This is an optimization exercise on Yosys and OpenROAD, whose aim is small area, not a production implementation.
Only simulation tests tie the RTL to the original design; equivalence was not proved.
Power is estimated from default activity; no workload was simulated.

// hb_interp
module hb_interp #(
    parameter int WIDTH = 16
) (
    input  logic             clk,
    input  logic             rst,
    input  logic             bypass,
    input  logic             run,
    input  logic [8:0]       cpo,
    input  logic             stb_in,
    input  logic [WIDTH-1:0] data_in,
    output logic             stb_out,
    output logic [WIDTH-1:0] data_out,
    output logic             ovf
);
For scale: roughly 1200 cells after synthesis, ~48 I/O pins, roughly 0.018 mm2 of cells after synthesis.
Settings: LEC_CHECK=0, CAP_MARGIN=20, CORE_MARGIN=2, CORE_UTILIZATION=70, SLEW_MARGIN=20; clock period 14.0 ns.
standard.sh (not shown) runs the stock make flow with config.mk's settings and CLKGATE_MAP_FILE= SYNTH_SCRIPT=/design/flow/synth_recipe.tcl, a recipe that flattens the netlist after the stock synthesis.
==> flow/flow/run.sh <==
#!/bin/bash
# Standard synthesis, then inverters pushed through full adders (fixinv.py), then the standard
# layout with clock-tree dummy loads off and single-drive port buffers.
set -euo pipefail
R=orfs/results/${FLOW_PLATFORM}/hb_interp/base
export CTS_ARGS="-sink_clustering_enable -repair_clock_nets -dont_use_dummy_load -buf_list sky130_fd_sc_hd__clkbuf_4 -sink_clustering_size 9 -sink_clustering_max_diameter 40"
export BUFFER_PORTS_ARGS="-buffer_cell sky130_fd_sc_hd__buf_1"
bash standard.sh synth > synth.log 2>&1
openroad -python -no_init -exit flow/fixinv.py "$R/1_synth.odb" "$R/1_synth.odb" > fixinv.log 2>&1
bash standard.sh finish > finish.log 2>&1
Other scripts of this flow, unchanged in this note and not shown: flow/flow/fixinv.py
The starting point went through all stages and came out clean.
Edit:
--- a/flow/design.v
+++ b/flow/design.v
@@ -53,30 +53,33 @@
         c = 1'b0;
         for (int i = 0; i < 22; i++) begin
             add22[i] = a[i] ^ b[i] ^ c;
             c = (a[i] & b[i]) | (a[i] & c) | (b[i] & c);
         end
     endfunction
     function automatic logic [15:0] thermo(input logic [3:0] n);
-        thermo[0] = (n[0] & !n[1] & !n[2] & !n[3]) | (n[1] & !n[2] & !n[3]) | (n[2] & !n[3]) | (n[3]);
-        thermo[1] = (n[1] & !n[2] & !n[3]) | (n[2] & !n[3]) | (n[3]);
-        thermo[2] = (n[0] & n[1] & !n[2] & !n[3]) | (n[2] & !n[3]) | (n[3]);
-        thermo[3] = (n[2] & !n[3]) | (n[3]);
-        thermo[4] = (n[0] & !n[1] & n[2] & !n[3]) | (n[1] & n[2] & !n[3]) | (n[3]);
-        thermo[5] = (n[1] & n[2] & !n[3]) | (n[3]);
-        thermo[6] = (n[0] & n[1] & n[2] & !n[3]) | (n[3]);
-        thermo[7] = (n[3]);
-        thermo[8] = (n[0] & !n[1] & !n[2] & n[3]) | (n[1] & !n[2] & n[3]) | (n[2] & n[3]);
-        thermo[9] = (n[1] & !n[2] & n[3]) | (n[2] & n[3]);
-        thermo[10] = (n[0] & n[1] & !n[2] & n[3]) | (n[2] & n[3]);
-        thermo[11] = (n[2] & n[3]);
-        thermo[12] = (n[0] & !n[1] & n[2] & n[3]) | (n[1] & n[2] & n[3]);
-        thermo[13] = (n[1] & n[2] & n[3]);
-        thermo[14] = (n[0] & n[1] & n[2] & n[3]);
-        thermo[15] = 1'b0;
+        case (n)
+            4'd0: thermo = 16'h0000;
+            4'd1: thermo = 16'h0001;
+            4'd2: thermo = 16'h0003;
+            4'd3: thermo = 16'h0007;
+            4'd4: thermo = 16'h000f;
+            4'd5: thermo = 16'h001f;
+            4'd6: thermo = 16'h003f;
+            4'd7: thermo = 16'h007f;
+            4'd8: thermo = 16'h00ff;
+            4'd9: thermo = 16'h01ff;
+            4'd10: thermo = 16'h03ff;
+            4'd11: thermo = 16'h07ff;
+            4'd12: thermo = 16'h0fff;
+            4'd13: thermo = 16'h1fff;
+            4'd14: thermo = 16'h3fff;
+            4'd15: thermo = 16'h7fff;
+            default: thermo = 16'h0000;
+        endcase
     endfunction
     function automatic logic [8:0] dec9(input logic [8:0] a);
         logic b;
         b = 1'b1;
         for (int i = 0; i < 9; i++) begin
             dec9[i] = a[i] ^ b;
             b = b & !a[i];
Area after synthesis rises by 1.4%; cell area came out higher by 1.6%; power went up by 1.0%; critical path depth falls by 3; sequential share of layout area increases by 0.76 points; count of clock-buffer cells in the layout increases by 1; routed wire length increases by 2.2%; fmax increases by 0.34%; worst setup slack improves by 0.045 ns; die area goes up by 1.3%; register-to-register slack improves by 0.05 ns; cell count grows by 1.3%.

-- re-timing with driven ports --
The flow's constraints put no driver on any port. The routed layouts listed below were extracted and timed again, unchanged, in two steps. Step 1 assumes that a clkbuf_16 drives the clock port and a buf_2 every other input. Step 2, shift: input delay + t, output delay - t, t = (earliest + latest rising clock arrival at the registers) / 2. This alone moves slack from input paths to output paths. a / b / c = no drivers / after step 1 / after step 2; a / b = the first two.
run	shift t [ns]	setup slack, ns	clock arrival spread, ns	worst slew at a driven data input, ns	cell pins on the clock port's net
the first run	0.707	0.587 / 0.587 / 0.587	0.091 / 0.091	0.04	1
the second run	0.720	0.632 / 0.632 / 0.632	0.146 / 0.145	0.04	1
After both steps every run listed still meets setup and hold.
